This is an optimization exercise on Yosys and OpenROAD, whose aim is a short achievable clock period and few clock cycles, not a production implementation. Where RTL was checked, it was by simulation tests only, not by an equivalence proof against the original. Function not checked in run 2: the RTL went through the layout flow alone. In every run shown here, the design's own scripts or RTL, not TritonCTS, make the clock network. The clock input has no modelled driver; a real chip could not lean on it and would need a root buffer or a full tree. Power and IR drop assume default switching activity.

==> flow/design.v, too long to show whole: its modules and the start of the top module <==
// module fetch_stage: 85 lines
// module predict_unit: 23 lines
// module register_file: 55 lines
// module read_select: 14 lines
// module c_inv: 3 lines
// module c_nand2: 3 lines
// module c_nor2: 3 lines
// module c_xor2: 3 lines
// module c_xnor2: 3 lines
// module c_andn: 3 lines
// module c_orn: 3 lines
// module c_aoi21: 3 lines
// module c_oai21: 3 lines
// module c_aoi22: 4 lines
// module c_aoi222: 4 lines
// module c_nand3: 3 lines
// module c_nand4: 3 lines
// module c_nor4: 3 lines
// module c_mux2: 3 lines
// module ks_add: 37 lines
// module ks_core: 70 lines
// module execute_stage: 112 lines
// module kind_logic: 13 lines
// module m_select: 28 lines
// module sum_is_zero: 38 lines
// module cmp_half32: 28 lines
// module cmp_eq32: 32 lines
// module branch_check: 59 lines
// module processor: 370 lines
module processor (
    input  logic  clock,
    input  logic  rst_n,
    output cpu_pkg::addr_t fetch_address,
    input  cpu_pkg::word_t instruction,
    output cpu_pkg::addr_t memory_address,
    output logic  memory_read,
    output logic  memory_write,
    output cpu_pkg::word_t memory_write_data,
    input  cpu_pkg::word_t memory_read_data
);
  // ...
==> flow/flow/run.sh <==
#!/bin/bash
# The standard ORFS layout (standard.sh), with these changes to how it works:
# - timing repair aims 7.3 ns below the 10 ns clock (SETUP_SLACK_MARGIN; the SDC
#   is unchanged, the margin only sets how far repair_timing goes);
# - the clock tree is built by flow/mycts.tcl (through the PRE_CTS_TCL hook):
#   four root buffers at the clock port, each driving four middle buffers,
#   each driving leaf buffers over balanced clusters of about 14 flip-flops,
#   instead of TritonCTS's tree.
set -uo pipefail
here=$(pwd)
export SETUP_SLACK_MARGIN=7.3
export PRE_CTS_TCL=$here/flow/pre_cts.tcl
export MYCTS_PER_LEAF=14
export MYCTS_NMID=16
bash standard.sh > make_flow.log 2>&1
==> flow/flow/mycts.tcl <==
set ::mycts_nmid 0
set ::mycts_iters 0
# Two-level clock tree: leaf clkbuf_16s over grid clusters of flops,
# NROOT root clkbuf_16s each driving a group of leaves, fed by the clock port.
proc mycts_build { {per_leaf 30} {nroot 4} {bufname sky130_fd_sc_hd__clkbuf_16} } {
  set block [ord::get_db_block]
  set db [ord::get_db]
  set master [$db findMaster $bufname]
  set clk_bterm [$block findBTerm clock]
  set clk_net [$clk_bterm getNet]
  # sinks: all instance pins on the clock net
  set sinks {}
  foreach it [$clk_net getITerms] {
    set inst [$it getInst]
    set bb [$inst getBBox]
    set x [expr {([$bb xMin] + [$bb xMax]) / 2}]
    set y [expr {([$bb yMin] + [$bb yMax]) / 2}]
    lappend sinks [list $it $x $y]
  }
  set n [llength $sinks]
  set nleaf [expr {int(ceil(double($n) / $per_leaf))}]
  # grid: ncol columns, nrow rows, ncol*nrow >= nleaf
  set ncol [expr {int(round(sqrt($nleaf)))}]
  if {$ncol < 1} { set ncol 1 }
  set nrow [expr {int(ceil(double($nleaf) / $ncol))}]
  set sx [lsort -integer -index 1 $sinks]
  set clusters {}
  set percol [expr {double($n) / $ncol}]
  for {set c 0} {$c < $ncol} {incr c} {
    set lo [expr {int(round($c * $percol))}]
    set hi [expr {int(round(($c + 1) * $percol)) - 1}]
    set col [lsort -integer -index 2 [lrange $sx $lo $hi]]
    set m [llength $col]
    set perrow [expr {double($m) / $nrow}]
    for {set r 0} {$r < $nrow} {incr r} {
      set lo2 [expr {int(round($r * $perrow))}]
      set hi2 [expr {int(round(($r + 1) * $perrow)) - 1}]
      if {$hi2 >= $lo2} { lappend clusters [lrange $col $lo2 $hi2] }
    }
  }
  # refine with k-means (Lloyd), keeping the grid clusters as the start
  set cent {}
  foreach cl $clusters {
    set sxs 0; set sys 0
    foreach s $cl { set sxs [expr {$sxs + [lindex $s 1]}]; set sys [expr {$sys + [lindex $s 2]}] }
    lappend cent [list [expr {$sxs / [llength $cl]}] [expr {$sys / [llength $cl]}]]
  }
  set K [llength $cent]
  for {set iter 0} {$iter < $::mycts_iters} {incr iter} {
    set new [lrepeat $K {}]
    foreach s $sinks {
      set bx [lindex $s 1]; set by [lindex $s 2]
      set best 0; set bd 1e30
      for {set j 0} {$j < $K} {incr j} {
        set c [lindex $cent $j]
        set d [expr {abs($bx - [lindex $c 0]) + abs($by - [lindex $c 1])}]
        if {$d < $bd} { set bd $d; set best $j }
      }
      lset new $best [concat [lindex $new $best] [list $s]]
    }
    set cent {}
    set clusters {}
    foreach cl $new {
      if {[llength $cl] == 0} continue
      set sxs 0; set sys 0
      foreach s $cl { set sxs [expr {$sxs + [lindex $s 1]}]; set sys [expr {$sys + [lindex $s 2]}] }
      lappend cent [list [expr {$sxs / [llength $cl]}] [expr {$sys / [llength $cl]}]]
      lappend clusters $cl
    }
    set K [llength $cent]
  }
  # leaves
  set leaves {}
  set k 0
  foreach cl $clusters {
    set sxs 0; set sys 0
    foreach s $cl { set sxs [expr {$sxs + [lindex $s 1]}]; set sys [expr {$sys + [lindex $s 2]}] }
    set cx [expr {$sxs / [llength $cl]}]; set cy [expr {$sys / [llength $cl]}]
    set inst [odb::dbInst_create $block $master "clkleaf_$k"]
    $inst setLocation $cx $cy
    $inst setPlacementStatus PLACED
    $inst setSourceType TIMING
    set net [odb::dbNet_create $block "clknet_leaf_$k"]
    $net setSigType CLOCK
    [$inst findITerm X] connect $net
    foreach s $cl {
      set it [lindex $s 0]
      $it disconnect
      $it connect $net
    }
    lappend leaves [list $inst $cx $cy]
    incr k
  }
  # optional middle level: NMID buffers, each driving a grid group of leaves
  if {$::mycts_nmid > 0} {
    set mids {}
    set lx [lsort -integer -index 1 $leaves]
    set nl [llength $lx]
    set mc [expr {int(round(sqrt($::mycts_nmid)))}]
    set mr [expr {$::mycts_nmid / $mc}]
    set perc [expr {double($nl) / $mc}]
    set mi 0
    for {set c 0} {$c < $mc} {incr c} {
      set lo [expr {int(round($c * $perc))}]
      set hi [expr {int(round(($c + 1) * $perc)) - 1}]
      set col [lsort -integer -index 2 [lrange $lx $lo $hi]]
      set m [llength $col]
      set perr [expr {double($m) / $mr}]
      for {set q 0} {$q < $mr} {incr q} {
        set lo2 [expr {int(round($q * $perr))}]
        set hi2 [expr {int(round(($q + 1) * $perr)) - 1}]
        set grp [lrange $col $lo2 $hi2]
        if {[llength $grp] == 0} continue
        set sxs 0; set sys 0
        foreach l $grp { set sxs [expr {$sxs + [lindex $l 1]}]; set sys [expr {$sys + [lindex $l 2]}] }
        set cx [expr {$sxs / [llength $grp]}]; set cy [expr {$sys / [llength $grp]}]
        set inst [odb::dbInst_create $block $master "clkmid_$mi"]
        $inst setLocation $cx $cy
        $inst setPlacementStatus PLACED
        $inst setSourceType TIMING
        set net [odb::dbNet_create $block "clknet_mid_$mi"]
        $net setSigType CLOCK
        [$inst findITerm X] connect $net
        foreach l $grp { [[lindex $l 0] findITerm A] connect $net }
        lappend mids [list $inst $cx $cy]
        incr mi
      }
    }
    set leaves $mids
  }
  # roots: split leaves into nroot groups (columns of leaves sorted by x, then y)
  set lx [lsort -integer -index 1 $leaves]
  set nl [llength $lx]
  set rc [expr {int(round(sqrt($nroot)))}]
  set rr [expr {$nroot / $rc}]
  set perc [expr {double($nl) / $rc}]
  set r 0
  for {set c 0} {$c < $rc} {incr c} {
    set lo [expr {int(round($c * $perc))}]
    set hi [expr {int(round(($c + 1) * $perc)) - 1}]
    set col [lsort -integer -index 2 [lrange $lx $lo $hi]]
    set m [llength $col]
    set perr [expr {double($m) / $rr}]
    for {set q 0} {$q < $rr} {incr q} {
      set lo2 [expr {int(round($q * $perr))}]
      set hi2 [expr {int(round(($q + 1) * $perr)) - 1}]
      set grp [lrange $col $lo2 $hi2]
      set sxs 0; set sys 0
      foreach l $grp { set sxs [expr {$sxs + [lindex $l 1]}]; set sys [expr {$sys + [lindex $l 2]}] }
      set cx [expr {$sxs / [llength $grp]}]; set cy [expr {$sys / [llength $grp]}]
      set inst [odb::dbInst_create $block $master "clkroot_$r"]
      $inst setLocation $cx $cy
      $inst setPlacementStatus PLACED
      $inst setSourceType TIMING
      set net [odb::dbNet_create $block "clknet_root_$r"]
      $net setSigType CLOCK
      [$inst findITerm X] connect $net
      foreach l $grp { [[lindex $l 0] findITerm A] connect $net }
      [$inst findITerm A] connect $clk_net
      incr r
    }
  }
  $clk_net setSigType CLOCK
  puts "mycts: $n sinks, [llength $leaves] leaves, $r roots"
}
==> flow/flow/pre_cts.tcl <==
# PRE_CTS hook: build the clock tree here (mycts.tcl), then make the flow's
# own clock_tree_synthesis call a no-op. The rest of the CTS step (placement
# legalisation, timing repair) runs as usual.
source [file join [file dirname [info script]] mycts.tcl]
set ::mycts_iters 0
set ::mycts_nmid $::env(MYCTS_NMID)
mycts_build $::env(MYCTS_PER_LEAF) 4
set_propagated_clock [all_clocks]
rename clock_tree_synthesis ""
proc clock_tree_synthesis {args} { puts "clock_tree_synthesis skipped: tree built by mycts" }
==> flow/standard.sh <==
#!/bin/bash
# synth_recipe.tcl (not shown) runs the flow's synth.tcl, then flattens the netlist and writes it again
# the make line also repeats each setting of config.mk as NAME=value (left out here)
make -C /OpenROAD-flow-scripts/flow DESIGN_CONFIG=/design/flow/config.mk WORK_HOME=/design/flow/orfs CLKGATE_MAP_FILE= SYNTH_SCRIPT=/design/flow/synth_recipe.tcl "${@:-finish}"
==> flow/config.mk <==
export PLATFORM = sky130hd
export DESIGN_NAME = processor
export DESIGN_NICKNAME = processor
export VERILOG_FILES = /design/flow/design.v
export SDC_FILE = /design/flow/constraint.sdc
export NUM_CORES = 8
export LEC_CHECK = 0
export CAP_MARGIN = 20
export CORE_MARGIN = 2
export CORE_UTILIZATION = 50
export SLEW_MARGIN = 20
export SYNTH_HIERARCHICAL = 1
export SYNTH_MINIMUM_KEEP_SIZE = 0
==> flow/constraint.sdc <==
create_clock -name core_clock -period 10.0 [get_ports {clock}]
set_input_delay 2.0000 -clock core_clock [delete_from_list [all_inputs] [get_ports {clock}]]
set_output_delay 2.0000 -clock core_clock [all_outputs]
set_load 0.01 [all_outputs]
==> flow_summary_export.csv, run 1 <==
group,metric,value,unit
status,status,"timing/DRC/antenna clean",
power_and_ir_drop,p_sw_share,26.8,%
cells_and_area,dominant_cells,"multi-input combinational cells",
floorplan,die_area,209000,sq um
clock_network,clk-insertion-delay-late,690,ps
floorplan,die_w,457,um
power_and_ir_drop,maxPowerGroup,"sequential cells",
global_routing,top_usage_layer,"met2",
cells_and_area,largest-register,"register_file_inst.regs",
global_routing,grt_pass1_vias,83375,
sta,rsz0062_at_grt,"yes",
sta,drv_slew,0,
global_routing,grt_overflow_total,0,
place,dp_hpwl,294000,um
setup_path,cp.depth,1,
global_routing,met1_usage,53.2,%
cells_and_area,fin_cells,12913,
cells_and_area,multi_input_gates,6598,
setup_path,worstRegToRegCells,11,
setup_path,rr_startpoint,"e_fx[0]",
sta,timing.final.crit_share,31.9,%
setup_path,worstSetupPathType,"reg2out",
synth,netlist_instances,9280,
cells_and_area,multi_input_area,59300,sq um
cells_and_area,seq_cells,1964,
setup_path,cp_top_family,"flip-flops",
clock_network,clk_pin_slew_worst_paths,100,ps
drt,ant_nets,0,
drt,drt-total-wl,447000,um
cells_and_area,nNetsFinal,10282,
Testbench counts, summed over its fixed seeds: cycles 34,950.
==> module execute_stage, before the edit <==
module execute_stage (
    input  logic [31:0] e_a,           
    input  logic [31:0] e_b,           
    input  logic [31:0] e_t,           
    input  logic [31:0] m_res,         
    input  logic [31:0] m_res2,        
    input  logic [31:0] ld,            
    input  logic [31:0] w_val,         
    input  logic [31:0] m_n,           
    input  logic [31:0] m_la,
    input  logic [31:0] m_ls,
    input  logic [31:0] m_lr,
    input  logic        m_sltb,
    input  logic [6:0]  fa,            
    input  logic [6:0]  fb,            
    input  logic [7:0]  fx,            
    input  logic [3:0]  ft,            
    input  logic [4:0]  op_n,
    input  logic [6:0]  op_l,
    input  logic [1:0]  op_ll,
    input  logic        addr_l,        
    input  logic        sl_a,          
    output logic [31:0] result,        
    output logic [31:0] s_la,          
    output logic [31:0] s_ls,          
    output logic [31:0] s_lr,          
    output logic        slt_l,         
    output logic [31:0] addr,          
    output logic [31:0] rt_val         
);
    logic [31:0] a, b, x;
    logic [31:0] s_add, s_sub;
    logic [31:0] p_add, p_sub, p_la, p_ls, p_lr;
    logic [31:0] c_add, c_sub, c_la, c_ls, c_lr;
    genvar i;
    generate
        for (i = 0; i < 32; i++) begin : g_fwd
            logic a0, a1, a2, a3, b0, b1, b2, b3, x0, x1, x2, x3, t0, t1;
            c_aoi22 u_a0 (.a1(fa[0]), .a2(e_a[i]), .b1(fa[1]), .b2(m_n[i]), .y(a0));
            c_aoi22 u_a1 (.a1(fa[2]), .a2(m_la[i]), .b1(fa[3]), .b2(m_ls[i]), .y(a1));
            c_aoi22 u_a2 (.a1(fa[4]), .a2(m_lr[i]), .b1(fa[6]), .b2(w_val[i]), .y(a2));
            c_aoi22 u_b0 (.a1(fb[0]), .a2(e_b[i]), .b1(fb[1]), .b2(m_n[i]), .y(b0));
            c_aoi22 u_b1 (.a1(fb[2]), .a2(m_la[i]), .b1(fb[3]), .b2(m_ls[i]), .y(b1));
            c_aoi22 u_b2 (.a1(fb[4]), .a2(m_lr[i]), .b1(fb[6]), .b2(w_val[i]), .y(b2));
            c_aoi22 u_x0 (.a1(fx[0]), .a2(e_a[i]), .b1(fx[1]), .b2(e_b[i]), .y(x0));
            c_aoi22 u_x1 (.a1(fx[2]), .a2(m_n[i]), .b1(fx[3]), .b2(m_la[i]), .y(x1));
            c_aoi22 u_x2 (.a1(fx[4]), .a2(m_ls[i]), .b1(fx[5]), .b2(m_lr[i]), .y(x2));
            if (i == 0) begin : g_m0
                c_nand2 u_a3 (.a(fa[5]), .b(m_sltb), .y(a3));
                c_nand2 u_b3 (.a(fb[5]), .b(m_sltb), .y(b3));
                c_aoi22 u_x3 (.a1(fx[6]), .a2(m_sltb), .b1(fx[7]), .b2(w_val[i]), .y(x3));
                c_nand4 u_a (.a(a0), .b(a1), .c(a2), .d(a3), .y(a[i]));
                c_nand4 u_b (.a(b0), .b(b1), .c(b2), .d(b3), .y(b[i]));
            end else begin : g_mn
                c_nand2 u_x3 (.a(fx[7]), .b(w_val[i]), .y(x3));
                c_nand3 u_a (.a(a0), .b(a1), .c(a2), .y(a[i]));
                c_nand3 u_b (.a(b0), .b(b1), .c(b2), .y(b[i]));
            end
            c_nand4 u_x (.a(x0), .b(x1), .c(x2), .d(x3), .y(x[i]));
            c_aoi22  u_t0 (.a1(ft[0]), .a2(e_t[i]), .b1(ft[3]), .b2(w_val[i]), .y(t0));
            c_aoi22  u_t1 (.a1(ft[1]), .a2(m_res2[i]), .b1(ft[2]), .b2(ld[i]), .y(t1));
            c_nand2  u_t  (.a(t0), .b(t1), .y(rt_val[i]));
        end
    endgenerate
    ks_add #(.W(32), .SUB(1'b0)) u_add (.x(a),  .y(b),  .s(s_add), .p0(p_add), .cn(c_add));
    ks_add #(.W(32), .SUB(1'b1)) u_sub (.x(a),  .y(b),  .s(s_sub), .p0(p_sub), .cn(c_sub));
    logic [31:0] l_nand, l_nor, l_orn, l_andn;
    generate
        for (i = 0; i < 32; i++) begin : g_lpg
            c_nand2 u_a (.a(ld[i]), .b(x[i]), .y(l_nand[i]));
            c_nor2  u_o (.a(ld[i]), .b(x[i]), .y(l_nor[i]));
            c_orn   u_g (.a(ld[i]), .b(x[i]), .y(l_orn[i]));
            c_andn  u_t (.a(ld[i]), .b(x[i]), .y(l_andn[i]));
            c_xor2  u_p (.a(ld[i]), .b(x[i]), .y(p_la[i]));
            c_inv   u_q (.a(p_la[i]), .y(p_ls[i]));
        end
    endgenerate
    assign p_lr = p_ls;
    ks_core #(.W(32), .CIN(1'b0), .G0INV(1'b1)) u_la (.g0(l_nand), .t0(l_nor), .p0(p_la),
                                                      .s(s_la), .cn(c_la));
    ks_core #(.W(32), .CIN(1'b1), .G0INV(1'b1)) u_ls (.g0(l_orn), .t0(l_andn), .p0(p_ls),
                                                      .s(s_ls), .cn(c_ls));
    ks_core #(.W(32), .CIN(1'b1), .G0INV(1'b0)) u_lr (.g0(l_andn), .t0(l_orn), .p0(p_lr),
                                                      .s(s_lr), .cn(c_lr));
    logic en_n;
    assign en_n  = op_n[4] & ~p_add[31];
    assign slt_l = p_la[31] ? (sl_a ? ld[31] : x[31]) : (sl_a ? c_ls[31] : c_lr[31]);
    logic addr_ln;
    c_inv u_aln (.a(addr_l), .y(addr_ln));
    generate
        for (i = 0; i < 32; i++) begin : g_res
            logic y_n, y_e, m_l, m_n;
            c_aoi22 u_yn  (.a1(op_n[0]), .a2(s_add[i]), .b1(op_n[1]), .b2(s_sub[i]), .y(y_n));
            if (i == 0) begin : g_b0
                logic y_sn;
                assign y_e = ~((op_n[2] & a[i] & b[i]) | (op_n[3] & (a[i] | b[i])) |
                               (op_l[3] & ~l_nand[i]) | (op_l[4] & ~l_nor[i]) |
                               (op_n[4] & p_add[31] & a[31]));
                c_nand2 u_ysn (.a(en_n), .b(c_sub[31]), .y(y_sn));
                c_nand3 u_r   (.a(y_n), .b(y_e), .c(y_sn), .y(result[i]));
            end else begin : g_bn
                assign y_e = ~((op_n[2] & a[i] & b[i]) | (op_n[3] & (a[i] | b[i])) |
                               (op_l[3] & ~l_nand[i]) | (op_l[4] & ~l_nor[i]) |
                               (op_ll[0] & ld[i-1]));
                c_nand2 u_r (.a(y_n), .b(y_e), .y(result[i]));
            end
            c_nand2 u_ml (.a(addr_l), .b(s_la[i]), .y(m_l));
            c_nand2 u_mn (.a(addr_ln), .b(s_add[i]), .y(m_n));
            c_nand2 u_m  (.a(m_l), .b(m_n), .y(addr[i]));
        end
    endgenerate
endmodule
==> module processor, before the edit <==
module processor (
    input  logic  clock,
    input  logic  rst_n,
    output cpu_pkg::addr_t fetch_address,
    input  cpu_pkg::word_t instruction,
    output cpu_pkg::addr_t memory_address,
    output logic  memory_read,
    output logic  memory_write,
    output cpu_pkg::word_t memory_write_data,
    input  cpu_pkg::word_t memory_read_data
);
    logic [31:0] pc;                  
    logic        d_valid;
    logic [4:0]  d_rs, d_rt, d_dst;
    logic        d_wr, d_lw, d_sw, d_beq, d_bne, d_use_imm, d_addiu;
    logic [31:0] d_imm;
    logic [4:0]  d_op;
    logic        d_pred, d_redirect;
    logic [31:0] d_tgt;
    logic [3:0][31:0] d_rs_sel, d_rt_sel;   
    logic [31:0] e_a, e_b, e_t;
    logic [6:0]  e_fa, e_fb;
    logic [7:0]  e_fx;
    logic [3:0]  e_ft;
    logic [4:0]  e_op_n;
    logic [6:0]  e_op_l;
    logic [1:0]  e_op_ll;
    logic        e_addr_l;
    logic [7:0][4:0] e_kind;           
    logic        e_sl_a;
    logic        e_wr, e_load, e_store;
    logic [5:0]  e_mis_eq, e_mis_ne;   
    logic        e_mis_same, e_mis_l_eq, e_mis_l_ne;
    logic [2:0]  e_x_sel;
    logic [4:0]  e_dst;
    logic [31:0] e_alt;                
    logic [31:0] m_n, m_la, m_ls, m_lr;             
    logic        m_sltb;
    logic [7:0][4:0] m_kind;                        
    logic [31:0] m_res, m_res2;                     
    logic [31:0] m_addr, m_wdata;
    logic        m_wr, m_load, m_rd, m_store;
    logic [4:0]  m_dst;
    logic [31:0] w_val;                
    logic [31:0] w_rf;                 
    logic        w_wr;
    logic [4:0]  w_dst;
    logic [31:0] pc_plus4;
    assign pc_plus4      = pc + 32'd4;
    logic [31:0] pc_out;               
    assign fetch_address = pc_out;
    logic [4:0]  f_rs, f_rt, f_dst, f_op;
    logic        f_wr, f_uses_rs, f_uses_rt_e, f_lw, f_lw0, f_sw, f_beq, f_bne, f_use_imm;
    logic        f_j, f_addiu, f_br_r0;
    logic [31:0] f_imm, f_sx, f_tgt;
    logic        f_pred_static, f_redirect_static, f_pred, f_redirect;
    fetch_stage fetch_stage_inst (
        .ins       (instruction),
        .pc        (pc),
        .pc_plus4  (pc_plus4),
        .rs        (f_rs),
        .rt        (f_rt),
        .dst       (f_dst),
        .wr        (f_wr),
        .uses_rs   (f_uses_rs),
        .uses_rt_e (f_uses_rt_e),
        .lw        (f_lw),
        .lw0       (f_lw0),
        .sw        (f_sw),
        .beq       (f_beq),
        .bne       (f_bne),
        .j         (f_j),
        .addiu     (f_addiu),
        .br_r0     (f_br_r0),
        .use_imm   (f_use_imm),
        .imm       (f_imm),
        .sx        (f_sx),
        .alu_op    (f_op),
        .pred      (f_pred_static),
        .redirect  (f_redirect_static),
        .target    (f_tgt)
    );
    logic [3:0][31:0] n_rs_sel, n_rt_sel;
    logic [31:1]      rf_valid_next;
    generate
        for (genvar k = 0; k < 4; k++) begin : g_rsel
            read_select u_rs (.idx(f_rs), .m_wr(m_wr), .m_dst(m_dst), .valid_next(rf_valid_next),
                              .sel(n_rs_sel[k]));
            read_select u_rt (.idx(f_rt), .m_wr(m_wr), .m_dst(m_dst), .valid_next(rf_valid_next),
                              .sel(n_rt_sel[k]));
        end
    endgenerate
    logic       mispredict;
    logic [7:0] mis_if_leq, mis_if_lne, mis_if_leq_n, mis_if_lne_n;
    logic [7:0] eq_l, ne_l;       
    logic [31:0] rs_val, rt_val_d;
    register_file register_file_inst (
        .clock      (clock),
        .rst_n      (rst_n),
        .rs_sel     (d_rs_sel),
        .rt_sel     (d_rt_sel),
        .rs_data    (rs_val),
        .rt_data    (rt_val_d),
        .valid_next (rf_valid_next),
        .write_idx  (w_dst),
        .write_data (~w_rf),
        .write_en   (w_wr)
    );
    logic e_hit_rs, e_hit_rt;
    logic a_r, a_m, a_l, a_w, b_r, b_m, b_l, b_w;
    assign e_hit_rs = e_wr && e_dst == d_rs;
    assign e_hit_rt = e_wr && e_dst == d_rt;
    assign a_m = e_hit_rs && !e_load;
    assign a_l = e_hit_rs && e_load;
    assign a_w = !e_hit_rs && m_wr && m_dst == d_rs;
    assign a_r = !e_hit_rs && !a_w;
    assign b_m = e_hit_rt && !e_load;
    assign b_l = e_hit_rt && e_load;
    assign b_w = !e_hit_rt && m_wr && m_dst == d_rt;
    assign b_r = !e_hit_rt && !b_w;
    logic bl, only_a, only_b, both_l, none_l;
    logic op_add, op_sub, op_and, op_or, op_slt;
    assign {op_slt, op_or, op_and, op_sub, op_add} = d_op;
    assign bl     = b_l && !d_use_imm;
    assign none_l = !a_l && !bl;
    assign only_a = a_l && !bl;
    assign only_b = !a_l && bl;
    assign both_l = a_l && bl;
    logic [4:0] kind_e;
    assign kind_e = e_kind[0];
    logic [7:0][4:0] kind_d;    
    generate
        for (genvar k = 0; k < 8; k++) begin : g_kind
            kind_logic u (.only_a(only_a), .only_b(only_b), .op_add(op_add), .op_sub(op_sub),
                          .op_slt(op_slt), .kind(kind_d[k]));
        end
    endgenerate
    logic       mis_if_eq, mis_if_ne;
    logic [5:0] pair;
    logic [2:0] x_sel;
    assign pair  = {a_w && b_r,
                    (a_m && b_w) || (a_w && b_m),
                    a_m && b_r,
                    a_r && b_w,
                    a_r && b_m,
                    a_r && b_r};
    assign x_sel = {(a_l && b_w) || (a_w && b_l), a_l && b_r, a_r && b_l};
    assign mis_if_eq = d_valid && (d_beq ? !d_pred : d_bne && d_pred);
    assign mis_if_ne = d_valid && (d_beq ? d_pred : d_bne && !d_pred);
    logic ai_zero, pred_z1, pred_z0, redir_z1, redir_z0;
    sum_is_zero sum_is_zero_inst (.a(rs_val), .b(d_imm), .z(ai_zero));
    predict_unit predict_unit_inst (
        .op         (instruction[31:26]),
        .rs         (f_rs),
        .rt         (f_rt),
        .imm_neg    (instruction[15]),
        .d_dst      (d_dst),
        .d_addiu_ok (d_valid && d_addiu && d_wr && a_r),
        .pred_z1    (pred_z1),
        .pred_z0    (pred_z0),
        .redir_z1   (redir_z1),
        .redir_z0   (redir_z0)
    );
    logic ai_nz, pq1, pq0, rq1, rq0;
    c_inv   u_nz  (.a(ai_zero), .y(ai_nz));
    c_nand2 u_pq1 (.a(ai_zero), .b(pred_z1), .y(pq1));
    c_nand2 u_pq0 (.a(ai_nz), .b(pred_z0), .y(pq0));
    c_nand2 u_pr  (.a(pq1), .b(pq0), .y(f_pred));
    c_nand2 u_rq1 (.a(ai_zero), .b(redir_z1), .y(rq1));
    c_nand2 u_rq0 (.a(ai_nz), .b(redir_z0), .y(rq0));
    c_nand2 u_rr  (.a(rq1), .b(rq0), .y(f_redirect));
    logic [31:0] pc_seq, pc_alt;
    assign pc_seq = !rst_n ? RESET_PC : (d_valid && d_redirect) ? d_tgt : pc_plus4;
    assign pc_alt = !rst_n ? RESET_PC : e_alt;
    always_ff @(posedge clock or negedge rst_n) begin
        if (!rst_n) begin
            d_valid <= 1'b0;
        end else begin
            d_valid <= !mispredict;
        end
    end
    logic [31:0] pc_next, pc_out_next;
    genvar gi;
    generate
        for (gi = 0; gi < 32; gi++) begin : g_pc
            logic p1, p0, n1, n0;
            logic q1a, q1s, q0a, q0s;
            c_nand2 u_q1a (.a(mis_if_leq[gi / 4]), .b(pc_alt[gi]), .y(q1a));
            c_nand2 u_q1s (.a(mis_if_leq_n[gi / 4]), .b(pc_seq[gi]), .y(q1s));
            c_nand2 u_p1  (.a(q1a), .b(q1s), .y(p1));
            c_nand2 u_q0a (.a(mis_if_lne[gi / 4]), .b(pc_alt[gi]), .y(q0a));
            c_nand2 u_q0s (.a(mis_if_lne_n[gi / 4]), .b(pc_seq[gi]), .y(q0s));
            c_nand2 u_p0  (.a(q0a), .b(q0s), .y(p0));
            c_nand2 u_1 (.a(eq_l[gi / 4]), .b(p1), .y(n1));
            c_nand2 u_0 (.a(ne_l[gi / 4]), .b(p0), .y(n0));
            c_nand2 u_p (.a(n1), .b(n0), .y(pc_next[gi]));
            c_nand2 u_o (.a(n1), .b(n0), .y(pc_out_next[gi]));
        end
    endgenerate
    always_ff @(posedge clock) begin
        pc     <= pc_next;
        pc_out <= pc_out_next;
    end
    always_ff @(posedge clock) begin
        d_rs       <= f_rs;
        d_rt       <= f_rt;
        d_dst      <= f_dst;
        d_wr       <= f_wr;
        d_lw       <= f_lw;
        d_sw       <= f_sw;
        d_beq      <= f_beq;
        d_bne      <= f_bne;
        d_addiu    <= f_addiu;
        d_use_imm  <= f_use_imm;
        d_imm      <= f_imm;
        d_op       <= f_op;
        d_pred     <= f_pred;
        d_redirect <= f_redirect;
        d_tgt      <= f_tgt;
        d_rs_sel   <= n_rs_sel;
        d_rt_sel   <= n_rt_sel;
    end
    always_ff @(posedge clock or negedge rst_n) begin
        if (!rst_n) begin
            e_wr    <= 1'b0;
            e_load  <= 1'b0;
            e_store <= 1'b0;
        end else begin
            e_wr    <= d_valid && d_wr;
            e_load  <= d_valid && d_lw;
            e_store <= d_valid && d_sw;
        end
    end
    always_ff @(posedge clock) begin
        e_a        <= rs_val;
        e_b        <= d_use_imm ? d_imm : rt_val_d;
        e_t        <= rt_val_d;
        e_fa       <= a_l ? 7'd0 : {a_w, {5{a_m}} & kind_e, a_r};
        e_fb       <= d_use_imm ? 7'd1 : b_l ? 7'd0 : {b_w, {5{b_m}} & kind_e, b_r};
        e_fx       <= only_a ? {!d_use_imm && b_w, {5{!d_use_imm && b_m}} & kind_e,
                                d_use_imm || b_r, 1'b0}
                             : only_b ? {a_w, {5{a_m}} & kind_e, 1'b0, a_r} : 8'd0;
        e_ft       <= {b_w, b_l, b_m, b_r};
        e_op_n     <= {5{none_l}} & d_op;
        e_op_l     <= {only_a && op_slt, only_b && op_slt,
                       ((only_a || only_b) && op_or) || (both_l && (op_and || op_or)),
                       (only_a || only_b) && op_and, only_b && op_sub, only_a && op_sub,
                       (only_a || only_b) && op_add};
        e_op_ll    <= {1'b0, both_l && op_add};    
        e_addr_l   <= only_a;
        e_kind     <= kind_d;
        e_sl_a     <= only_a;
        e_mis_eq   <= {6{mis_if_eq}} & pair;
        e_mis_ne   <= {6{mis_if_ne}} & pair;
        e_x_sel    <= x_sel;
        e_mis_l_eq <= mis_if_eq && (|x_sel);
        e_mis_l_ne <= mis_if_ne && (|x_sel);
        e_mis_same <= mis_if_eq && ((a_m && b_m) || (a_l && b_l) || (a_w && b_w));
        e_dst      <= d_dst;
        e_alt      <= d_pred ? pc_plus4 : d_tgt;
    end
    logic [31:0] alu_result, alu_la, alu_ls, alu_lr, alu_addr, rt_fwd;
    logic        alu_slt_l;
    m_select m_select_inst (
        .kind  (m_kind),
        .r_n   (m_n),
        .r_la  (m_la),
        .r_ls  (m_ls),
        .r_lr  (m_lr),
        .r_slt (m_sltb),
        .v     (m_res),
        .v2    (m_res2)
    );
    execute_stage execute_stage_inst (
        .e_a    (e_a),
        .e_b    (e_b),
        .e_t    (e_t),
        .m_res  (m_res),
        .ld     (memory_read_data),
        .w_val  (w_val),
        .fa     (e_fa),
        .fb     (e_fb),
        .fx     (e_fx),
        .ft     (e_ft),
        .op_n   (e_op_n),
        .op_l   (e_op_l),
        .op_ll  (e_op_ll),
        .addr_l (e_addr_l),
        .m_res2 (m_res2),
        .m_n    (m_n),
        .m_la   (m_la),
        .m_ls   (m_ls),
        .m_lr   (m_lr),
        .m_sltb (m_sltb),
        .sl_a   (e_sl_a),
        .result (alu_result),
        .s_la   (alu_la),
        .s_ls   (alu_ls),
        .s_lr   (alu_lr),
        .slt_l  (alu_slt_l),
        .addr   (alu_addr),
        .rt_val (rt_fwd)
    );
    branch_check branch_check_inst (
        .e_a        (e_a),
        .e_b        (e_b),
        .m_res      (m_res2),
        .ld         (memory_read_data),
        .w_val      (w_val),
        .sel_eq     (e_mis_eq),
        .sel_ne     (e_mis_ne),
        .sel_same   (e_mis_same),
        .x_sel      (e_x_sel),
        .sel_l_eq   (e_mis_l_eq),
        .sel_l_ne   (e_mis_l_ne),
        .mis_if_leq (mis_if_leq),
        .mis_if_lne (mis_if_lne),
        .mis_if_leq_n (mis_if_leq_n),
        .mis_if_lne_n (mis_if_lne_n),
        .eq_l       (eq_l),
        .ne_l       (ne_l)
    );
    assign mispredict = eq_l[0] ? mis_if_leq[0] : mis_if_lne[0];
    always_ff @(posedge clock or negedge rst_n) begin
        if (!rst_n) begin
            m_wr    <= 1'b0;
            m_load  <= 1'b0;
            m_store <= 1'b0;
        end else begin
            m_wr    <= e_wr;
            m_load  <= e_load;
            m_store <= e_store;
        end
    end
    always_ff @(posedge clock) begin
        m_n     <= alu_result;
        m_la    <= alu_la;
        m_ls    <= alu_ls;
        m_lr    <= alu_lr;
        m_sltb  <= alu_slt_l;
        m_kind  <= e_kind;
        m_addr  <= alu_addr;
        m_rd    <= e_load;
        m_wdata <= rt_fwd;
        m_dst   <= e_dst;
    end
    assign memory_address    = m_addr;
    assign memory_read       = m_rd;
    assign memory_write      = m_store;
    assign memory_write_data = m_wdata;
    always_ff @(posedge clock or negedge rst_n) begin
        if (!rst_n) begin
            w_wr <= 1'b0;
        end else begin
            w_wr <= m_wr;
        end
    end
    logic [31:0] w_val_in, w_rf_in;
    generate
        for (gi = 0; gi < 32; gi++) begin : g_wv
            c_mux2 u_v (.a(m_res2[gi]), .b(memory_read_data[gi]), .s(m_load), .y(w_val_in[gi]));
            c_inv  u_r (.a(w_val_in[gi]), .y(w_rf_in[gi]));
        end
    endgenerate
    always_ff @(posedge clock) begin
        w_val <= w_val_in;
        w_rf  <= w_rf_in;
        w_dst <= m_dst;
    end
endmodule
==> run 2, diff against run 1 <==
--- a/flow/design.v
+++ b/flow/design.v
@@ -369,9 +369,9 @@
     input  logic [31:0] m_ls,
     input  logic [31:0] m_lr,
     input  logic        m_sltb,
-    input  logic [6:0]  fa,            
-    input  logic [6:0]  fb,            
-    input  logic [7:0]  fx,            
+    input  logic [3:0][6:0] fa_c,      
+    input  logic [3:0][6:0] fb_c,      
+    input  logic [3:0][7:0] fx_c,      
     input  logic [3:0]  ft,            
     input  logic [4:0]  op_n,
     input  logic [6:0]  op_l,
@@ -394,6 +394,11 @@
     generate
         for (i = 0; i < 32; i++) begin : g_fwd
             logic a0, a1, a2, a3, b0, b1, b2, b3, x0, x1, x2, x3, t0, t1;
+            logic [6:0] fa, fb;
+            logic [7:0] fx;
+            assign fa = fa_c[i/8];
+            assign fb = fb_c[i/8];
+            assign fx = fx_c[i/8];
             c_aoi22 u_a0 (.a1(fa[0]), .a2(e_a[i]), .b1(fa[1]), .b2(m_n[i]), .y(a0));
             c_aoi22 u_a1 (.a1(fa[2]), .a2(m_la[i]), .b1(fa[3]), .b2(m_ls[i]), .y(a1));
             c_aoi22 u_a2 (.a1(fa[4]), .a2(m_lr[i]), .b1(fa[6]), .b2(w_val[i]), .y(a2));
@@ -442,7 +447,12 @@
                                                       .s(s_lr), .cn(c_lr));
     logic en_n;
     assign en_n  = op_n[4] & ~p_add[31];
-    assign slt_l = p_la[31] ? (sl_a ? ld[31] : x[31]) : (sl_a ? c_ls[31] : c_lr[31]);
+    logic en_sa, en_sb, slt_e_n, slt_c_n;
+    assign en_sa   = ~p_la[31] & sl_a;
+    assign en_sb   = ~p_la[31] & ~sl_a;
+    assign slt_e_n = ~(p_la[31] & (sl_a ? ld[31] : x[31]));
+    c_aoi22 u_sltc (.a1(en_sa), .a2(c_ls[31]), .b1(en_sb), .b2(c_lr[31]), .y(slt_c_n));
+    c_nand2 u_slt  (.a(slt_c_n), .b(slt_e_n), .y(slt_l));
     logic addr_ln;
     c_inv u_aln (.a(addr_l), .y(addr_ln));
     generate
@@ -481,6 +491,22 @@
     assign kind = {one & op_slt, only_b & op_sub, only_a & op_sub, one & op_add,
                    !(one & (op_slt | op_sub | op_add))};
 endmodule
+module fwd_select (
+    input  logic       a_r, a_m, a_l, a_w,    
+    input  logic       b_r, b_m, b_l, b_w,    
+    input  logic [4:0] kind,                  
+    input  logic       use_imm,
+    input  logic       only_a,                
+    input  logic       only_b,
+    output logic [6:0] fa,
+    output logic [6:0] fb,
+    output logic [7:0] fx
+);
+    assign fa = a_l ? 7'd0 : {a_w, {5{a_m}} & kind, a_r};
+    assign fb = use_imm ? 7'd1 : b_l ? 7'd0 : {b_w, {5{b_m}} & kind, b_r};
+    assign fx = only_a ? {!use_imm && b_w, {5{!use_imm && b_m}} & kind, use_imm || b_r, 1'b0}
+                       : only_b ? {a_w, {5{a_m}} & kind, 1'b0, a_r} : 8'd0;
+endmodule
 module m_select (
     input  logic [7:0][4:0] kind,    
     input  logic [31:0] r_n,
@@ -690,8 +716,8 @@
     logic [31:0] d_tgt;
     logic [3:0][31:0] d_rs_sel, d_rt_sel;   
     logic [31:0] e_a, e_b, e_t;
-    logic [6:0]  e_fa, e_fb;
-    logic [7:0]  e_fx;
+    logic [3:0][6:0] e_fa, e_fb;       
+    logic [3:0][7:0] e_fx;
     logic [3:0]  e_ft;
     logic [4:0]  e_op_n;
     logic [6:0]  e_op_l;
@@ -806,6 +832,16 @@
                           .op_slt(op_slt), .kind(kind_d[k]));
         end
     endgenerate
+    logic [3:0][6:0] fa_d, fb_d;
+    logic [3:0][7:0] fx_d;
+    generate
+        for (genvar k = 0; k < 4; k++) begin : g_fsel
+            fwd_select u (.a_r(a_r), .a_m(a_m), .a_l(a_l), .a_w(a_w), .b_r(b_r), .b_m(b_m),
+                          .b_l(b_l), .b_w(b_w), .kind(kind_e), .use_imm(d_use_imm),
+                          .only_a(only_a), .only_b(only_b), .fa(fa_d[k]), .fb(fb_d[k]),
+                          .fx(fx_d[k]));
+        end
+    endgenerate
     logic       mis_if_eq, mis_if_ne;
     logic [5:0] pair;
     logic [2:0] x_sel;
@@ -906,11 +942,9 @@
         e_a        <= rs_val;
         e_b        <= d_use_imm ? d_imm : rt_val_d;
         e_t        <= rt_val_d;
-        e_fa       <= a_l ? 7'd0 : {a_w, {5{a_m}} & kind_e, a_r};
-        e_fb       <= d_use_imm ? 7'd1 : b_l ? 7'd0 : {b_w, {5{b_m}} & kind_e, b_r};
-        e_fx       <= only_a ? {!d_use_imm && b_w, {5{!d_use_imm && b_m}} & kind_e,
-                                d_use_imm || b_r, 1'b0}
-                             : only_b ? {a_w, {5{a_m}} & kind_e, 1'b0, a_r} : 8'd0;
+        e_fa       <= fa_d;
+        e_fb       <= fb_d;
+        e_fx       <= fx_d;
         e_ft       <= {b_w, b_l, b_m, b_r};
         e_op_n     <= {5{none_l}} & d_op;
         e_op_l     <= {only_a && op_slt, only_b && op_slt,
@@ -949,9 +983,9 @@
         .m_res  (m_res),
         .ld     (memory_read_data),
         .w_val  (w_val),
-        .fa     (e_fa),
-        .fb     (e_fb),
-        .fx     (e_fx),
+        .fa_c   (e_fa),
+        .fb_c   (e_fb),
+        .fx_c   (e_fx),
         .ft     (e_ft),
         .op_n   (e_op_n),
         .op_l   (e_op_l),
==> run 2 against run 1 <==
Routed wire length shrank 0.70%. Area after synthesis up 2.0%. Combinational power fell by 5%. Via count down 0.24%. Sequential cell count grew 57. Critical path type unchanged. Critical endpoint is now memory_address[18].
==> flow_summary_export.csv, run 2 <==
group,metric,value,unit
status,status,"timing/DRC/antenna clean",
setup_path,reg2reg_slack,6890,ps
floorplan,start_util,50.4,%
min_path,hold_path_class,"reg2reg",
sta,hold_viol,0,
floorplan,placementRows,167,
sta,finalCriticalPeriod,3170,ps
sta,rsz0062_at_grt,"yes",
synth,syn_area_per_cell,11.1,sq um
sta,relSlewSlack,8.71,%
setup_path,path_buf_inv,1,
cells_and_area,fillers,16666,
floorplan,pin_count,164,
drt,route.detailed.drc,0,
cells_and_area,layout-drive-gt1-share,47.9,%
drt,num_vias,86010,
synth,synth_area,105000,sq um
cells_and_area,final_common_cell,"a22oi_2",
drt,ant_nets,0,
setup_path,worstSetupPathType,"reg2out",
min_path,min_to,"m_kind[26]",
floorplan,die_w,462,um
min_path,worstHoldStart,"e_kind[26]",
floorplan,die_area,213000,sq um
clock_network,cts_hold_buffers,0,
global_routing,grtUsageTotal,40.1,%
setup_path,end_kind,"output port",
setup_path,reg2reg_to,"d_redirect",
cells_and_area,nNetsFinal,10229,
cells_and_area,regArea,51200,sq um
place,port_buffers,163,
global_routing,grt_max_degree,77,
sta,fmax,315,MHz
global_routing,grt_pass1_vias,83110,
setup_path,cp_top_family,"flip-flops",
drt,wl_per_cell,34.3,um
floorplan,core,208000,sq um
setup_path,cp-start-kind,"register",
cells_and_area,multi_input_area,59100,sq um
min_path,hold_path_depth,0,
cells_and_area,final_cell_mix,"a22oi_2 (1,522), edfxtp_1 (992), nand2_1 (944)",
setup_path,rr_startpoint,"d_rs_sel[24]",
setup_path,worstRegToRegCells,14,
cells_and_area,top_regs,"register_file_inst.regs x992, d_rs_sel x128, d_rt_sel x128",
setup_path,cp.required,8000,ps
cells_and_area,largest_reg_flops,992,
power_and_ir_drop,p_leak,0.0446,uW
flow_run,max-cap-violations,0,
drt,drt-total-wl,444000,um
global_routing,antenna_found_initial,16,
sta,timing.setup.tns,0,ps
sta,timing.final.crit_share,31.7,%
drt,vias_per_cell,6.64,
power_and_ir_drop,power.density,133,nW/um^2
setup_path,max_stage_delay,380,ps
clock_network,clk-insertion-delay-late,680,ps
global_routing,grt_overflow_total,0,
sta,drv_slew,0,
sta,setup_viol,0,
setup_path,crit_chain,"buf_6",
sta,tightest_slew,1360,ps
floorplan,die_h,462,um
setup_path,crit_path_max_fanout,1,
sta,final.setup_skew,109,ps
place,gp_congestion,1.01,
global_routing,grt_pass1_wl,616000,um
synth,yosys_warnings,9,
setup_path,critical_path_arrival,1170,ps
power_and_ir_drop,power,17300,uW
synth,netlist_instances,9468,
drt,drt_iter0_markers,10695,
power_and_ir_drop,ir_drop,0.131,mV
clock_network,clk_pin_slew_worst_paths,80,ps
place,dp_hpwl,304000,um
drt,drt_first_pass_iters,14,
setup_path,crit_slowest_cell,"dfxtp_2",
cells_and_area,largest-register,"register_file_inst.regs",
cells_and_area,area_delta_synth_final,23.6,%
run 2: power breakdown:
part / internal (uW) / switching (uW)
Sequential: 8760 / 209
Combinational: 828 / 1400
Clock: 3090 / 2960
run 2: cell type report, without the clock buffers:
class	instances	share of cell area, %
Inverter	478	1.67
Timing Repair Buffer	763	7.01
Antenna cell	15	0.0290
Tap cell	2788	2.70
Multi-Input combinational cell	6718	45.6
Sequential cell	2021	39.5
Timing Repair inverter	2	0.0193
run 2: how the worst max path moves through the flow:
stage,slack [ps],depth (start not counted),from,to
2_1_floorplan,6630,8,instruction[17],d_redirect
3_3_place_gp,4760,10,memory_read_data[13],m_addr[21]
3_5_place_dp,4770,10,memory_read_data[17],m_addr[21]
4_1_cts,6830,1,m_addr[10],memory_address[10]
5_1_grt,6770,19,m_ls[30],pc[28]
6_report,6830,1,m_addr[18],memory_address[18]
run 2: repair_timing:
item	in CTS	in global routing
pin swaps	307	385
resized for setup	2112	664
endpoints found under the setup margin	1321	774
cloned	63	3
buffers inserted	298	107
run 2: layer usage:
metal | vias up | share of wire [%] | GRT usage [%]
li1 | 36450 | - | -
met1 | 43081 | 39 | 51.3
met2 | 5117 | 44 | 60.7
met3 | 1354 | 10 | 10.4
met4 | 8 | 7.5 | 24.5
met5 | - | 0.078 | 1.06
run 2: stage by stage:
stage               cells  hold WS (ps)  area, sq um  worst slack, ps  util, %
global route        12950           294       129000             6770     62.3
global placement    12299           310       112000             4760     54.0
CTS                 12836           281       126000             6830     60.5
finish              12961           279       129000             6830     62.3
detailed placement  12299           312       112000             4770     54.0
floorplan            9469           310       107000             6630        -
==> run 3, diff against run 2 <==
--- a/flow/design.v
+++ b/flow/design.v
@@ -205,6 +205,9 @@
 module c_inv (input logic a, output logic y);
     assign y = ~a;
 endmodule
+module c_buf (input logic a, output logic y);
+    assign y = a;
+endmodule
 module c_nand2 (input logic a, input logic b, output logic y);
     assign y = ~(a & b);
 endmodule
@@ -777,14 +780,19 @@
         .redirect  (f_redirect_static),
         .target    (f_tgt)
     );
+    logic [31:0]      n_rs_sel1, n_rt_sel1;
     logic [3:0][31:0] n_rs_sel, n_rt_sel;
     logic [31:1]      rf_valid_next;
+    read_select u_rs_sel (.idx(f_rs), .m_wr(m_wr), .m_dst(m_dst), .valid_next(rf_valid_next),
+                          .sel(n_rs_sel1));
+    read_select u_rt_sel (.idx(f_rt), .m_wr(m_wr), .m_dst(m_dst), .valid_next(rf_valid_next),
+                          .sel(n_rt_sel1));
     generate
         for (genvar k = 0; k < 4; k++) begin : g_rsel
-            read_select u_rs (.idx(f_rs), .m_wr(m_wr), .m_dst(m_dst), .valid_next(rf_valid_next),
-                              .sel(n_rs_sel[k]));
-            read_select u_rt (.idx(f_rt), .m_wr(m_wr), .m_dst(m_dst), .valid_next(rf_valid_next),
-                              .sel(n_rt_sel[k]));
+            for (genvar j = 0; j < 32; j++) begin : g_b
+                c_buf u_s (.a(n_rs_sel1[j]), .y(n_rs_sel[k][j]));
+                c_buf u_t (.a(n_rt_sel1[j]), .y(n_rt_sel[k][j]));
+            end
         end
     endgenerate
     logic       mispredict;
==> run 3 against run 2 <==
Still clean on timing, DRC and antenna. Setup slack lost 19 ps. Sequential share of layout area grew 1.8 points. Area after synthesis shrank 1.8%. Fmax shrank 0.59%. Routed wire length shrank 7.4%. Cell count shrank 5.1%. Synthesized cell count shrank 3.6%. Clock skew is essentially flat. Critical path depth is the same. Clock power shrank 0.8%. Critical endpoint is now memory_write_data[15].
==> flow_summary_export.csv, run 3 <==
group,metric,value,unit
drt,ant_nets,0,
cells_and_area,layout-drive-gt1-share,48.0,%
power_and_ir_drop,p_leak,0.0429,uW
cells_and_area,fillers,16494,
place,gp_congestion,0.995,
floorplan,die_area,209000,sq um
setup_path,reg2reg_to,"d_redirect",
power_and_ir_drop,power_frac_clock,35.6,%
drt,drt-total-wl,411000,um
cells_and_area,fin_area,124000,sq um
synth,syn_area_per_cell,11.3,sq um
drt,vias_per_cell,6.51,
min_path,hold_path_depth,0,
min_path,min_to,"m_kind[15]",
cells_and_area,final_common_cell,"a22oi_2",
drt,num_vias,80041,
sta,tightest_slew,1230,ps
drt,drt_first_pass_iters,9,
min_path,hold_path_class,"reg2reg",
setup_path,rr_startpoint,"d_rs_sel[8]",
sta,drv_slew,0,
sta,final.setup_skew,108,ps
setup_path,cp_top_family,"flip-flops",
drt,drt_iter0_markers,10349,
cells_and_area,final_cell_mix,"a22oi_2 (1,522), edfxtp_1 (992), nand2_1 (830)",
setup_path,path_buf_inv,1,
floorplan,placementRows,166,
floorplan,core,204000,sq um
sta,rsz0062_at_grt,"yes",
setup_path,cp-start-kind,"register",
synth,synth_area,103000,sq um
cells_and_area,nNetsFinal,9672,
global_routing,grt_pass1_wl,572000,um
setup_path,worstSetupPathType,"reg2out",
flow_run,max-cap-violations,0,
setup_path,critical_path_arrival,1190,ps
sta,hold_viol,0,
setup_path,cp.required,8000,ps
global_routing,antenna_found_initial,28,
power_and_ir_drop,power_frac_seq,53.2,%
drt,route.detailed.drc,0,
power_and_ir_drop,p_sw_share,25.4,%
min_path,worstHoldStart,"e_kind[15]",
power_and_ir_drop,intPower,12600,uW
cells_and_area,area_delta_synth_final,20.5,%
power_and_ir_drop,combPwrFrac,11.2,%
setup_path,end_kind,"output port",
cells_and_area,largest_reg_flops,992,
setup_path,reg2reg_slack,6950,ps
setup_path,crit_path_max_fanout,1,
place,placed_cell_area,108000,sq um
cells_and_area,largest-register,"register_file_inst.regs",
floorplan,pin_count,164,
floorplan,die_w,457,um
place,dp_hpwl,294000,um
status,status,"timing/DRC/antenna clean",
sta,finalCriticalPeriod,3190,ps
cells_and_area,top_regs,"register_file_inst.regs x992, d_rs_sel x128, d_rt_sel x128",
setup_path,crit_chain,"buf_6",
floorplan,start_util,50.3,%
drt,wl_per_cell,33.4,um
sta,timing.setup.tns,0,ps
global_routing,grt_pass1_vias,77007,
power_and_ir_drop,power.switching,4290,uW
global_routing,grt_max_degree,68,
setup_path,max_stage_delay,410,ps
synth,yosys_warnings,9,
power_and_ir_drop,power.density,136,nW/um^2
floorplan,die_h,457,um
setup_path,worstRegToRegCells,15,
clock_network,clk-insertion-delay-late,680,ps
power_and_ir_drop,ir_drop,0.118,mV
place,port_buffers,163,
setup_path,crit_slowest_cell,"dfxtp_4",
clock_network,clk_pin_slew_worst_paths,60,ps
sta,timing.final.crit_share,31.9,%
sta,setup_viol,0,
global_routing,grtUsageTotal,37.6,%
sta,relSlewSlack,18.0,%
synth,netlist_instances,9124,
sta,fmax,313,MHz
global_routing,grt_overflow_total,0,
run 3: per-stage QoR:
step	setup WS [ps]	std cells	utilization, %	hold slack (ps)	power [uW]
2_1_floorplan	6640	9125	-	310	9920
3_3_place_gp	5090	11685	52.8	310	10500
3_5_place_dp	5080	11685	52.8	312	10500
4_1_cts	6780	12134	58.7	264	16800
5_1_grt	6810	12292	60.6	279	17300
6_report	6810	12298	60.6	252	16900
run 3: what timing repair did:
item,in CTS,in global routing
setup endpoints to repair,886,679
setup buffers,247,154
pin swaps,364,421
hold buffers,0,0
cloned,26,1
gates resized for setup,2179,693
run 3: worst max path at each step:
stage / start / endpoint / slack [ps] / cells past startpoint
CTS: m_wdata[15] / memory_write_data[15] / 6780 / 1
detailed placement: memory_read_data[3] / m_addr[14] / 5080 / 10
global route: m_wdata[15] / memory_write_data[15] / 6810 / 1
global placement: memory_read_data[3] / m_addr[14] / 5090 / 10
floorplan: instruction[17] / d_redirect / 6640 / 8
finish: m_wdata[15] / memory_write_data[15] / 6810 / 1
run 3: routing by layer:
layer	GRT usage [%]	wire length, um	share of wire, %	vias up
li1	-	-	-	34228
met1	53.8	174000	42	40165
met2	54.9	173000	42	4671
met3	6.70	39100	9.5	963
met4	18.3	24800	6.0	14
met5	0	97	0.024	-
run 3: final cells by class, without the clock buffers:
| class | instances | area (sq um) | share of cell area, % |
|---|---|---|---|
| Multi-Input combinational cell | 6209 | 54800 | 44.3 |
| Sequential cell | 2021 | 51200 | 41.3 |
| Timing Repair Buffer | 714 | 7700 | 6.22 |
| Tap cell | 2688 | 3360 | 2.72 |
| Inverter | 478 | 2270 | 1.83 |
| Timing Repair inverter | 3 | 41.3 | 0.0334 |
| Antenna cell | 9 | 22.5 | 0.0182 |
run 3: power by group through the flow:
| stage | clock network (uW) | logic, uW | registers, uW |
|---|---|---|---|
| floorplan | 0 | 854 | 9070 |
| global placement | 0 | 1380 | 9150 |
| detailed placement | 0 | 1390 | 9150 |
| CTS | 6070 | 1720 | 8980 |
| global route | 6340 | 1970 | 8980 |
| finish | 6010 | 1890 | 8980 |
Testbench counts of run 3, summed over its fixed seeds: cycles 34,950.
==> run 4, diff against run 3 <==
==> flow/flow/run.sh (replaced) <==
#!/bin/bash
# The standard ORFS layout (standard.sh), with these changes to how it works:
# - timing repair aims 7.3 ns below the 10 ns clock (SETUP_SLACK_MARGIN; the
#   SDC is unchanged, the margin only sets how far repair_timing goes);
# - before the clock tree is built, the flip-flops that drive the store data,
#   memory_read and memory_write outputs are moved next to their output buffers
#   (flow/pre_cts.tcl, through the PRE_CTS_TCL hook; placement is then legalised);
# - the clock tree is built by flow/mycts.tcl: four root buffers at the clock
#   port, each driving four middle buffers, each driving leaf buffers over
#   balanced clusters of about 14 flip-flops, instead of TritonCTS's tree.
set -uo pipefail
here=$(pwd)
export SETUP_SLACK_MARGIN=7.3
export PRE_CTS_TCL=$here/flow/pre_cts.tcl
export MYCTS_PER_LEAF=14
export MYCTS_NMID=16
export PULL_OUTPUT_FLOPS="m_wdata* m_rd* m_store*"
bash standard.sh > make_flow.log 2>&1
--- a/flow/flow/mycts.tcl
+++ b/flow/flow/mycts.tcl
@@ -163,3 +163,36 @@
   $clk_net setSigType CLOCK
   puts "mycts: $n sinks, [llength $leaves] leaves, $r roots"
 }
+
+# Move each flip-flop that drives an output port (through the port's buffer)
+# next to that buffer, for the flip-flops whose names match one of the
+# patterns; the caller legalises the placement afterwards.
+proc pull_output_flops { patterns } {
+  set block [ord::get_db_block]
+  set n 0
+  foreach bt [$block getBTerms] {
+    if {[$bt getIoType] != "OUTPUT"} continue
+    set net [$bt getNet]
+    if {$net == "NULL"} continue
+    set drv ""
+    foreach it [$net getITerms] { if {[$it isOutputSignal]} { set drv $it } }
+    if {$drv == ""} continue
+    set buf [$drv getInst]
+    set in_net ""
+    foreach it [$buf getITerms] { if {[$it isInputSignal]} { set in_net [$it getNet] } }
+    if {$in_net == "" || $in_net == "NULL"} continue
+    set ff ""
+    foreach it [$in_net getITerms] { if {[$it isOutputSignal]} { set ff [$it getInst] } }
+    if {$ff == ""} continue
+    if {![string match "sky130_fd_sc_hd__df*" [[$ff getMaster] getName]]} continue
+    set name [$ff getName]
+    set hit 0
+    foreach p $patterns { if {[string match $p $name]} { set hit 1 } }
+    if {!$hit} continue
+    set loc [$buf getLocation]
+    $ff setLocation [lindex $loc 0] [lindex $loc 1]
+    $ff setPlacementStatus PLACED
+    incr n
+  }
+  puts "pull_output_flops: moved $n flip-flops"
+}
==> flow/flow/pre_cts.tcl (replaced) <==
# PRE_CTS hook: optionally move output flip-flops next to their output
# buffers, then build the clock tree here (mycts.tcl) and make the flow's own
# clock_tree_synthesis call a no-op. The rest of the CTS step (placement
# legalisation, timing repair) runs as usual.
source [file join [file dirname [info script]] mycts.tcl]
set ::mycts_iters 0
set ::mycts_nmid $::env(MYCTS_NMID)
if {[info exists ::env(PULL_OUTPUT_FLOPS)] && $::env(PULL_OUTPUT_FLOPS) != ""} {
  pull_output_flops $::env(PULL_OUTPUT_FLOPS)
  detailed_placement
}
mycts_build $::env(MYCTS_PER_LEAF) 4
set_propagated_clock [all_clocks]
rename clock_tree_synthesis ""
proc clock_tree_synthesis {args} { puts "clock_tree_synthesis skipped: tree built by mycts" }
==> run 4 against run 3 <==
Still clean on timing, DRC and antenna. Cell count hardly changed. Final area grew 0.22%. Die area unchanged. First-iteration DRC count fell by 2.9%. Combinational power up 3%. Critical path depth is the same. Clock skew is 3.9 ps higher. Sequential cell count unchanged. Critical path type unchanged.
==> flow_summary_export.csv, run 4 <==
group,metric,value,unit
power_and_ir_drop,p_leak,0.0430,uW
cells_and_area,largest_reg_flops,992,
place,gp_congestion,0.995,
sta,rsz0062_at_grt,"yes",
clock_network,clk_pin_slew_worst_paths,80,ps
place,place_ws,5080,ps
global_routing,grt_pass1_vias,77109,
power_and_ir_drop,power_frac_clock,35.5,%
cells_and_area,final_cell_mix,"a22oi_2 (1,522), edfxtp_1 (992), nand2_1 (825)",
cells_and_area,top_regs,"register_file_inst.regs x992, d_rs_sel x128, d_rt_sel x128",
setup_path,crit_chain,"buf_6",
power_and_ir_drop,combPwrFrac,11.5,%
setup_path,path_buf_inv,1,
status,status,"timing/DRC/antenna clean",
setup_path,worstSetupPathType,"reg2out",
power_and_ir_drop,power.switching,4310,uW
floorplan,start_util,50.3,%
cells_and_area,final_common_cell,"a22oi_2",
cells_and_area,fin_util,60.7,%
setup_path,cp.required,8000,ps
synth,synth_area,103000,sq um
sta,timing.final.crit_share,31.6,%
min_path,hold_path_class,"reg2reg",
synth,netlist_instances,9124,
sta,timing.setup.tns,0,ps
drt,drt_first_pass_iters,10,
drt,route.detailed.drc,0,
global_routing,antenna_found_initial,18,
flow_run,max-cap-violations,0,
drt,drt-total-wl,413000,um
floorplan,die_area,209000,sq um
floorplan,die_w,457,um
synth,yosys_warnings,9,
clock_network,cts_hold_buffers,0,
cells_and_area,largest-register,"register_file_inst.regs",
floorplan,placementRows,166,
place,port_buffers,163,
drt,wl_per_cell,33.5,um
setup_path,critical_path_arrival,1160,ps
power_and_ir_drop,intPower,12600,uW
global_routing,grt_max_degree,68,
global_routing,grt_pass1_wl,574000,um
synth,syn_area_per_cell,11.3,sq um
setup_path,end_kind,"output port",
sta,final.setup_skew,112,ps
cells_and_area,nNetsFinal,9681,
power_and_ir_drop,p_sw_share,25.4,%
global_routing,grtUsageTotal,37.7,%
setup_path,crit_path_max_fanout,1,
floorplan,pin_count,164,
floorplan,die_h,457,um
setup_path,cp_top_family,"flip-flops",
cells_and_area,fin_area,124000,sq um
place,placed_cell_area,108000,sq um
global_routing,grt_overflow_total,0,
sta,tightest_slew,1250,ps
cells_and_area,layout-drive-gt1-share,48.3,%
setup_path,max_stage_delay,370,ps
drt,vias_per_cell,6.51,
sta,setup_viol,0,
power_and_ir_drop,power_frac_seq,53.0,%
floorplan,core,204000,sq um
drt,ant_nets,0,
power_and_ir_drop,power.density,137,nW/um^2
power_and_ir_drop,ir_drop,0.131,mV
sta,fmax,317,MHz
clock_network,clk-insertion-delay-late,680,ps
setup_path,crit_slowest_cell,"dfxtp_4",
sta,relSlewSlack,16.8,%
drt,num_vias,80128,
drt,drt_iter0_markers,10046,
place,dp_hpwl,294000,um
setup_path,cp-start-kind,"register",
sta,drv_slew,0,
sta,finalCriticalPeriod,3160,ps
sta,hold_viol,0,
sta,worst_slack,6840,ps
cells_and_area,area_delta_synth_final,20.7,%
-- run 4: cell count changes in the layout (fill, tap and decap cells not counted), moves of 6 or more --
cell,before,now
a21oi_2,233,242
a21oi_4,135,127
dfxtp_2,241,247
dfxtp_4,72,64
nor2_4,209,215
xnor2_1,305,296
xnor2_2,22,32
-- run 4: cell type report, without the clock buffers --
cell class              count  area [sq um]
inverters                 478          2260
multi-input cells        6209         55000
flip-flops and latches   2021         51100
fillers                 16411         80300
repair inverters            2          41.3
well taps                2688          3360
diodes                      8          20.0
repair buffers            724          7850
-- run 4: metrics by stage --
stage | std cells | hold WS [ps] | total power [uW]
floorplan | 9125 | 310 | 9920
global placement | 11685 | 310 | 10500
detailed placement | 11685 | 312 | 10500
CTS | 12123 | 259 | 16800
global route | 12299 | 271 | 17300
finish | 12306 | 260 | 16900
-- run 4: what timing repair did --
item                       4_1_cts  5_1_grt
hold endpoints to repair         0        0
setup endpoints to repair      890      686
gates cloned                    26        2
buffers inserted               236      173
pin swaps                      369      467
resized for setup             2127      772
-- run 4: final timing paths --
path                             startpoint                           to  slack, ps  cells past startpoint
worst max-delay path             m_addr[16]           memory_address[16]       6840                      1
worst min-delay path             e_kind[15]                   m_kind[15]        260                      0
worst max register to register  d_rs_sel[8]                   d_redirect       6920                     15
worst min register to register   e_kind[15]                   m_kind[15]        260                      0
max in group asynchronous             rst_n  register_file_inst.valid[9]       8100                      2
min in group asynchronous             rst_n                      d_valid       1280                      1
-- run 4: layer usage --
layer  track usage (%)  wire [um]  vias up
li1                  -          -    34279
met1              53.8     175000    40301
met2              55.0     174000     4557
met3              6.87      39100      987
met4              18.4      25600        4
met5                 0         21        -
-- run 4: worst reg2reg max path, delay by kind of cell (launching register included) --
| family | cells | cell delay [ps] |
|---|---|---|
| buf+inv | 2 | 130 |
| xor+xnor | 1 | 150 |
| compound gates | 1 | 310 |
| flops | 1 | 570 |
| simple gates | 11 | 1840 |
-- run 4: power groups by stage --
stage               logic (uW)  registers [uW]  clock network [uW]
finish                    1950            8980                6010
global route              2030            8980                6340
CTS                       1740            8980                6070
detailed placement        1390            9150                   0
global placement          1380            9150                   0
floorplan                  854            9070                   0

[static timing again, ports no longer ideal]
The results above use ideal ports. As a check the final layouts listed here were re-extracted and re-timed, cells and wires unchanged.
Step 1 sets driving cells, clkbuf_16 on the clock port and buf_2 on the other inputs (assumed; they add their load-dependent delay and slew).
Step 2 moves the port delays by t, midway between the first and last clock arrival at a register: inputs arrive t later, outputs are due t later. That takes back most of the time a late clock gives input paths.
Three values: ideal, step 1, step 2; two values: the first two.
run	t (ns)	setup slack, ns	worst setup path after step 2
run 1	0.846	6.810 / 6.598 / 6.140	input to register
run 2	0.822	6.825 / 6.626 / 6.093	input to register
run 3	0.818	6.806 / 6.611 / 6.221	input to register
run 4	0.818	6.842 / 6.646 / 6.171	input to register
After both steps every run listed still meets setup and hold. The setup slack of run 2, which loses most, moves by -0.199 ns with the drivers and by -0.732 ns with both steps.
